This design comes from an exercise in tuning for small area, a short achievable clock period and few clock cycles on the open sky130 flow, not from production work. The RTL was checked by simulation tests, not by an equivalence proof against the original design. Power figures rest on the tool's default switching activity, not on a simulated workload.

==> v5: inputs <==
## unet_dec
module unet_dec (
    input  logic        clk,
    input  logic        rst,
    input  logic        wb_cyc,
    input  logic        wb_stb,
    input  logic        wb_we,
    input  logic [8:0]  wb_adr,
    input  logic [15:0] wb_dat_w,
    output logic        wb_ack,
    output logic [15:0] wb_dat_r
);
    unet_dec_top u_top (.*);
endmodule
clock: 8.0 ns
lec_check: 0
cap_margin: 30
core_margin: 2
core_utilization: 55
cts_cluster_diameter: 80
cts_cluster_size: 24
setup_slack_margin: 3.9
slew_margin: 20
run.sh (not shown) runs the stock make flow with config.mk's settings and CLKGATE_MAP_FILE= SYNTH_SCRIPT=/design/flow/synth_recipe.tcl, a recipe that flattens the netlist after the stock synthesis.
==> inputs of v12, as changes to v5 <==
--- a/flow/design.v
+++ b/flow/design.v
@@ -2752,17 +2752,16 @@
 endmodule
 module mac_neg (
     input  logic [14:0] e0,
     input  logic [14:0] e1,
     input  logic [14:0] e2,
     input  logic [14:0] e3,
-    input  logic [11:0] nsa,
     input  logic [11:0] nsb,
     output logic [12:0] neg
 );
-    assign neg = 13'({nsa[11], nsa} + {nsb[11], nsb} + (13'(e0[2]) << 0) + (13'(e0[5]) << 2) + (13'(e0[8]) << 4) + (13'(e0[11]) << 6) + (13'(e0[14]) << 8) + (13'(e1[2]) << 0) + (13'(e1[5]) << 2) + (13'(e1[8]) << 4) + (13'(e1[11]) << 6) + (13'(e1[14]) << 8) + (13'(e2[2]) << 0) + (13'(e2[5]) << 2) + (13'(e2[8]) << 4) + (13'(e2[11]) << 6) + (13'(e2[14]) << 8) + (13'(e3[2]) << 0) + (13'(e3[5]) << 2) + (13'(e3[8]) << 4) + (13'(e3[11]) << 6) + (13'(e3[14]) << 8));
+    assign neg = 13'({nsb[11], nsb} + (13'(e0[2]) << 0) + (13'(e0[5]) << 2) + (13'(e0[8]) << 4) + (13'(e0[11]) << 6) + (13'(e0[14]) << 8) + (13'(e1[2]) << 0) + (13'(e1[5]) << 2) + (13'(e1[8]) << 4) + (13'(e1[11]) << 6) + (13'(e1[14]) << 8) + (13'(e2[2]) << 0) + (13'(e2[5]) << 2) + (13'(e2[8]) << 4) + (13'(e2[11]) << 6) + (13'(e2[14]) << 8) + (13'(e3[2]) << 0) + (13'(e3[5]) << 2) + (13'(e3[8]) << 4) + (13'(e3[11]) << 6) + (13'(e3[14]) << 8));
 endmodule
 module mac_m2 (
     input  logic [223:0] mid,
     input  logic [12:0] neg,
     output logic [28:0] s,
     output logic [28:0] c
@@ -3523,13 +3522,12 @@
     logic [6:0]  wq_a;        
     logic [15:0] wq_d;
     logic [6:0]  wq_ent;      
     logic        wq_go;       
     logic        wq_al;       
     logic        wok;         
-    logic        wokn_o;      
     assign wq_go  = wq_v && wq_al;
     function automatic logic [6:0] wadr(input int j, input int m);
         int tr, ks, k;
         tr = j / 18;
         ks = (j % 18) / 9;
         k  = j % 9;
@@ -3547,17 +3545,12 @@
     assign is_wk   = wb_adr[8:7] == 2'b10 && wb_adr[6:0] < 7'd72;
     assign is_b    = wb_adr[8:1] == 8'ha4;     
     assign is_q    = is_x || is_s || is_wk;
     assign is_ctrl = wb_adr == 9'h000;
     assign wr_ok   = wok;
     assign wr_ack  = wr_req && wr_ok;
-    logic wq_v_d;
-    always_ff @(posedge clk or posedge rst) begin
-        if (rst) wq_v_d <= 1'b0;
-        else     wq_v_d <= wq_v;
-    end
     always_ff @(posedge clk or posedge rst) begin
         if (rst) begin
             wq_v <= 1'b0;
         end else if (wr_req && is_q && wr_ok) begin
             wq_v <= 1'b1;
         end else if (wq_go) begin
@@ -3566,19 +3559,17 @@
     end
     always_ff @(posedge clk or posedge rst) begin
         logic [6:0] na;
         logic       nm, nv;
         if (rst) begin
             wok <= 1'b1;
-            wokn_o <= !(1'b1);
         end else begin
             nv = (wr_req && is_q && wr_ok) || (wq_v && !wq_go);
             na = (wr_req && is_q && wr_ok) ? (is_x ? {2'b00, wb_adr[4:0]} : wb_adr[6:0]) : wq_a;
             nm = (wr_req && is_q && wr_ok) ? is_wk : wq_m[1];
             wok <= !nv || (nm ? !(t[0] ^ na[0]) : ((t + 7'd2 - na) & 7'd7) == 7'd0);
-            wokn_o <= !(!nv || (nm ? !(t[0] ^ na[0]) : ((t + 7'd2 - na) & 7'd7) == 7'd0));
         end
     end
     always_ff @(posedge clk) begin
         logic [6:0] na;
         logic       nm;
         if (wr_req && is_q && wr_ok) begin
@@ -3628,13 +3619,13 @@
     logic       start;
     logic       launch;
     logic       v1, ch1_r, last1_r;
     logic       v2, ch2_r, last2_r;
     logic       inj_r, last3_r;
     assign start  = wr_req && is_ctrl && wb_dat_w[0] && !busy;
-    assign launch = pend && !wq_v && !wq_v_d && t[0];
+    assign launch = pend && !wq_v && t[0];    
     always_ff @(posedge clk or posedge rst) begin
         if (rst) begin
             busy    <= 1'b0;
             done    <= 1'b0;
             pend    <= 1'b0;
             run     <= 1'b0;
@@ -3643,15 +3634,15 @@
             last1_r <= 1'b0;
             v2      <= 1'b0;
             last2_r <= 1'b0;
             inj_r   <= 1'b0;
             last3_r <= 1'b0;
         end else begin
-            busy <= busy_n;
-            done <= done_n;
             if (start) begin
+                busy <= 1'b1;
+                done <= 1'b0;
                 pend <= 1'b1;
             end
             if (launch) begin
                 pend <= 1'b0;
                 run  <= 1'b1;
                 k    <= '0;
@@ -3662,17 +3653,18 @@
             v1      <= run;
             last1_r <= run && k == 7'd127;
             v2      <= v1;
             last2_r <= v1 && last1_r;
             inj_r   <= v2 && ch2_r;
             last3_r <= v2 && last2_r;
+            if (last3_r) begin
+                busy <= 1'b0;
+                done <= 1'b1;
+            end
         end
     end
-    logic busy_n, done_n;
-    assign busy_n = last3_r ? 1'b0 : (start ? 1'b1 : busy);
-    assign done_n = last3_r ? 1'b1 : (start ? 1'b0 : done);
     logic [6:0] un;           
     logic [2:0] rn, cn;
     logic       chn;
     logic       r_top, r_bot, c_lft, c_rgt;    
     always_ff @(posedge clk) begin
         logic [6:0] u;
@@ -3685,14 +3677,13 @@
     end
     assign rn  = un[6:4];
     assign cn  = un[3:1];
     assign chn = un[0];
     logic [11:0]        ws [2][9];   
     logic [14:0]        we [2][4];   
-    logic signed [9:0]  esr [2][4];  
-    logic [11:0]        nsb [2][2];  
+    logic [11:0]        nsb [2];     
     logic [15:0]        xb [4];      
     logic [3:0] xi [4];
     always_ff @(posedge clk) begin
         logic [6:0] uf;
         logic [2:0] rf, cf;
         logic [4:0] e0;
@@ -3726,52 +3717,42 @@
         end
     endfunction
     always_ff @(posedge clk) begin
         logic signed [7:0]  wx [3][3];
         logic [7:0]         wsel;
         logic signed [9:0]  es;
-        logic signed [11:0] ns [2];
+        logic signed [11:0] ns;
         logic               gr, gc;
         int                 a, b;
         for (int tr = 0; tr < 2; tr++) begin
-            ns[0] = chn ? 12'sd0 : {{4{bias[tr][7]}}, bias[tr]};
-            ns[1] = 12'sd0;
+            ns = chn ? 12'sd0 : {{4{bias[tr][7]}}, bias[tr]};
             for (int kh = 0; kh < 3; kh++) begin
                 for (int kw = 0; kw < 3; kw++) begin
                     logic ok;
                     ok = !(kh == 0 && r_top) && !(kh == 2 && r_bot) &&
                          !(kw == 0 && c_lft) && !(kw == 2 && c_rgt);
                     wsel = tr == 0 ? wp1[18 * tr + 9 + kh * 3 + kw] : wp0[18 * tr + 9 + kh * 3 + kw];
                     wsel = ok ? wsel : 8'd0;
                     ws[tr][kh * 3 + kw] <= 12'(booth({{2{wsel[7]}}, wsel}, 4));
-                    ns[(kh * 3 + kw) / 5] = ns[(kh * 3 + kw) / 5] +
-                                            12'({wsel[7], 1'b0, wsel[5], 1'b0, wsel[3], 1'b0, wsel[1]});
-                end
-            end
-            nsb[tr][0] <= ns[0];
-            nsb[tr][1] <= ns[1];
-            for (int i = 0; i < 4; i++) begin
-                logic ok;
-                ok = !(i / 2 == 0 && r_top) && !(i / 2 == 1 && r_bot) &&
-                     !(i % 2 == 0 && c_lft) && !(i % 2 == 1 && c_rgt);
-                we[tr][i] <= booth(ok ? esr[tr][i] : 10'sd0, 5);
-            end
-            for (int kh = 0; kh < 3; kh++) begin
-                for (int kw = 0; kw < 3; kw++) begin
-                    wx[kh][kw] = tr == 0 ? wp0[18 * tr + kh * 3 + kw] : wp1[18 * tr + kh * 3 + kw];
+                    ns = ns + 12'({wsel[7], 1'b0, wsel[5], 1'b0, wsel[3], 1'b0, wsel[1]});
+                    wx[kh][kw] = tr == 0 ? wp1[18 * tr + kh * 3 + kw] : wp0[18 * tr + kh * 3 + kw];
                 end
             end
+            nsb[tr] <= ns;
             for (int dr = 0; dr < 2; dr++) begin
                 for (int dc = 0; dc < 2; dc++) begin
+                    logic ok;
                     a  = 2 * dr;
                     b  = 2 * dc;
-                    gr = (dr == 0) ? !t[4] : t[4];
-                    gc = (dc == 0) ? t[1] : !t[1];
+                    gr = (dr == 0) ? rn[0] : !rn[0];
+                    gc = (dc == 0) ? cn[0] : !cn[0];
                     es = 10'(wx[a][b]) + (gr ? 10'(wx[1][b]) : 10'sd0) +
                          (gc ? 10'(wx[a][1]) : 10'sd0) + ((gr && gc) ? 10'(wx[1][1]) : 10'sd0);
-                    esr[tr][dr * 2 + dc] <= es;
+                    ok = !(dr == 0 && r_top) && !(dr == 1 && r_bot) &&
+                         !(dc == 0 && c_lft) && !(dc == 1 && c_rgt);
+                    we[tr][dr * 2 + dc] <= booth(ok ? es : 10'sd0, 5);
                 end
             end
         end
         for (int i = 0; i < 4; i++) begin
             xb[i] <= xr[{xi[i], 1'b1}];
         end
@@ -3796,13 +3777,13 @@
             .x0(xb[0]), .e0(we[tr][0]), .x1(xb[1]), .e1(we[tr][1]),
             .x2(xb[2]), .e2(we[tr][2]), .x3(xb[3]), .e3(we[tr][3]),
             .mid(mid)
         );
         mac_neg u_neg (
             .e0(we[tr][0]), .e1(we[tr][1]), .e2(we[tr][2]), .e3(we[tr][3]),
-            .nsa(nsb[tr][0]), .nsb(nsb[tr][1]), .neg(neg)
+            .nsb(nsb[tr]), .neg(neg)
         );
         always_ff @(posedge clk) begin
             mid_r <= mid;
             neg_r <= neg;
         end
         mac_m2 u_m2 (
@@ -3838,80 +3819,68 @@
     logic [8:0]  pa;          
     logic        pv;          
     logic        chain;       
     logic [15:0] pd;
     logic        pst;         
     logic        pok;         
-    logic [8:0]  pan_o;       
-    logic        pokn_o;      
     logic        need;        
     logic        pout;        
     logic [6:0]  ep, eg;
     logic [8:0]  ga;          
     logic        gout;        
     logic        follow;
+    logic [6:0]  fi;
     logic [15:0] fd;
     always_comb begin
         if (pst)       ga = done ? OUT_BASE : ADR_STATUS;
         else if (pout) ga = pa + 9'd1;
         else           ga = pa;
     end
     assign gout   = pst ? done : (pout && pa[6:0] != 7'h7f);
-    always_comb begin
-        fd = 16'd0;
-        for (int i = 0; i < 128; i++) begin
-            if (fh[i / 16] && fl[i % 16]) fd = fd | orr[i];
-        end
-    end
+    assign follow = chain || pst;
+    assign fi     = follow ? eg : ep;
+    assign fd     = (follow ? gout : pout) ? orr[fi] : 16'd0;
     assign rd_hit = rd_req && pok && wb_adr == pa;
     function automatic logic [6:0] next_guess_ent(input logic [8:0] x, input logic [6:0] e,
                                                  input logic [6:0] tn);
         if (x[5:0] != 6'h3f) next_guess_ent = e - 7'd1;    
         else                 next_guess_ent = tn - 7'd1;   
     endfunction
     always_ff @(posedge clk or posedge rst) begin
         if (rst) begin
             pa    <= ADR_STATUS;
-            pan_o <= ~(ADR_STATUS);
             pst   <= 1'b1;
             pok   <= 1'b1;
-            pokn_o <= !(1'b1);
             pout  <= 1'b0;
             pv    <= 1'b0;
             need  <= 1'b0;
             chain <= 1'b0;
             ep    <= '0;
             eg    <= 7'd1;
         end else if (wr_ack) begin
             pa    <= ADR_STATUS;
-            pan_o <= ~(ADR_STATUS);
             pst   <= 1'b1;
             pok   <= 1'b1;
-            pokn_o <= !(1'b1);
             need  <= 1'b0;
             pout  <= 1'b0;
             chain <= 1'b0;
             eg    <= t + 7'd1;
         end else if (rd_hit) begin
             pa    <= ga;
-            pan_o <= ~(ga);
             pst   <= pst && !done;
             pok   <= (pst && !done) || follow;
-            pokn_o <= !((pst && !done) || follow);
             pout  <= gout;
             pv    <= follow;
             chain <= follow;
             ep    <= eg + 7'd1;
             eg    <= (pst && !done) ? t + 7'd1 : next_guess_ent(ga, eg, t + 7'd1);
             need  <= 1'b0;
         end else if (rd_req && wb_adr != pa) begin
             pa    <= wb_adr;
-            pan_o <= ~(wb_adr);
             pst   <= wb_adr == ADR_STATUS;
             pok   <= wb_adr == ADR_STATUS;
-            pokn_o <= !(wb_adr == ADR_STATUS);
             pout  <= wb_adr[8:7] == 2'b11;
             pv    <= 1'b0;
             chain <= 1'b0;
             eg    <= t + 7'd1;         
             need  <= 1'b1;
         end else if (need) begin
@@ -3920,84 +3889,24 @@
             ep    <= t + 7'd1 - q;
             eg    <= pst ? t + 7'd1 : next_guess_ent(pa, t - q, t + 7'd1);
             need  <= 1'b0;
         end else begin
             pv    <= pv || !follow;
             pok   <= pst || pv || !follow;
-            pokn_o <= !(pst || pv || !follow);
             chain <= 1'b0;
             ep    <= ep + 7'd1;
             eg    <= eg + 7'd1;
         end
     end
-    logic       follow_n, fo_n;
-    logic [6:0] fi_n;
-    always_comb begin
-        follow_n = follow;
-        fi_n     = 7'd0;
-        fo_n     = 1'b0;
-        if (wr_ack) begin
-            follow_n = 1'b1;
-            fi_n = t + 7'd1;
-            fo_n = done_n;
-        end else if (rd_hit) begin
-            if (pst && !done) begin
-                fi_n = t + 7'd1;
-                fo_n = done_n;
-            end else if (follow) begin
-                fi_n = next_guess_ent(ga, eg, t + 7'd1);
-                fo_n = gout && ga[6:0] != 7'h7f;
-            end else begin
-                fi_n = eg + 7'd1;
-                fo_n = gout;
-            end
-        end else if (rd_req && wb_adr != pa) begin
-            follow_n = wb_adr == ADR_STATUS;
-            fi_n = t + 7'd1;
-            fo_n = (wb_adr == ADR_STATUS) && done_n;
-        end else if (need) begin
-            logic [6:0] q;
-            q       = {pa[5:0], pa[6]};
-            follow_n = pst;
-            fi_n = pst ? t + 7'd1 : t + 7'd1 - q;
-            fo_n = pst ? done_n : pout;
-        end else begin
-            follow_n = pst;
-            fi_n = pst ? eg + 7'd1 : ep + 7'd1;
-            fo_n = pst ? done_n : pout;
-        end
-    end
-    logic [7:0]  fh;
-    logic [15:0] fl;
-    always_ff @(posedge clk or posedge rst) begin
-        if (rst) begin
-            follow <= 1'b1;
-            fh     <= '0;
-            fl     <= '0;
-        end else begin
-            follow <= follow_n;
-            fh     <= fo_n ? (8'd1 << fi_n[6:4]) : 8'd0;
-            fl     <= 16'd1 << fi_n[3:0];
-        end
-    end
-    logic pst_n;
-    always_comb begin
-        if (wr_ack)                       pst_n = 1'b1;
-        else if (rd_hit)                  pst_n = pst && !done;
-        else if (rd_req && wb_adr != pa)  pst_n = wb_adr == ADR_STATUS;
-        else                              pst_n = pst;
-    end
     always_ff @(posedge clk) begin
-        if (pst_n) begin
-            pd <= {14'd0, done_n, busy_n};
-        end else if (rd_hit == follow) begin
+        if (rd_hit == follow) begin
             pd <= fd;
         end
     end
-    assign wb_ack   = (wr_req && !wokn_o) || (rd_req && !pokn_o && wb_adr == ~pan_o);
-    assign wb_dat_r = pd;
+    assign wb_ack   = wr_ack || rd_hit;
+    assign wb_dat_r = pst ? {14'd0, done, busy} : pd;
 endmodule
 `timescale 1ns/1ps
 module unet_dec (
     input  logic        clk,
     input  logic        rst,
     input  logic        wb_cyc,
CAP_MARGIN = 20   (was 30)
CORE_UTILIZATION = 60   (was 55)
SETUP_SLACK_MARGIN = 3.8   (was 3.9)
==> qor summary <==
metric                                                                        v12                       v5
Filler instances                                                           32,530                   38,605
Result of the run                                        finished with violations  timing/DRC/antenna clean
Violated checks                                                 capacitance limit                        -
PwrDens                                                               238 nW/um^2              235 nW/um^2
Crit path largest cell delay                                               590 ps                   500 ps
Crit path buffers/inverters                                                     4                        3
Met2 usage in global routing                                                61.9%                    57.7%
Sequential logic power                                                   0.0344 W                 0.0374 W
Design Power                                                             0.0664 W                 0.0664 W
Area fraction of the dominant cell type after synthesis                     49.0%                    49.0%
Instance count after placement with tap cells included                     26,057                   26,877
Std-Cell Rows                                                                 239                      252
Finished Layout Cells                                                      27,008                   27,692
Slowest cell on the critical path                           sky130_fd_sc_hd__fa_2  sky130_fd_sc_hd__and2_0
Clock network area share                                                    3.47%                    3.69%
Antenna diode count                                                           248                      174
P_clk                                                                    0.0187 W                 0.0197 W
Testbench counts of v5, summed over its fixed seeds: cycles 11,928.
Testbench counts of v12, summed over its fixed seeds: cycles 11,928.

[separate check: timing with driven ports]
In the flow no input, the clock included, has a driving cell. The finished layouts below were timed again as built, in two steps. Step 1: set_driving_cell puts a clkbuf_16 on clk and a buf_2 on each other input, an assumption about the parent block. Step 2 times the ports against the registers' clock, not the clock port: input delays grow and output delays shrink by t, the midpoint of the rising clock arrivals with the driver on. a / b / c = ideal / step 1 / step 2; a / b = the first two.
run	shift t [ns]	slack for setup (ns)	hold WS [ns]	slew at the worst register clock pin (ns)	worst data-port slew with drivers (ns)
v5	1.145	3.675 / 3.675 / 3.070	0.250 / 0.250 / 0.250	0.11 / 0.11	0.06
v12	1.118	3.279 / 3.185 / 3.139	0.303 / 0.303 / 0.303	0.11 / 0.11	0.22
For v5, which loses most, drivers alone change the setup slack by 0.000 ns; drivers and shift together by -0.605 ns.
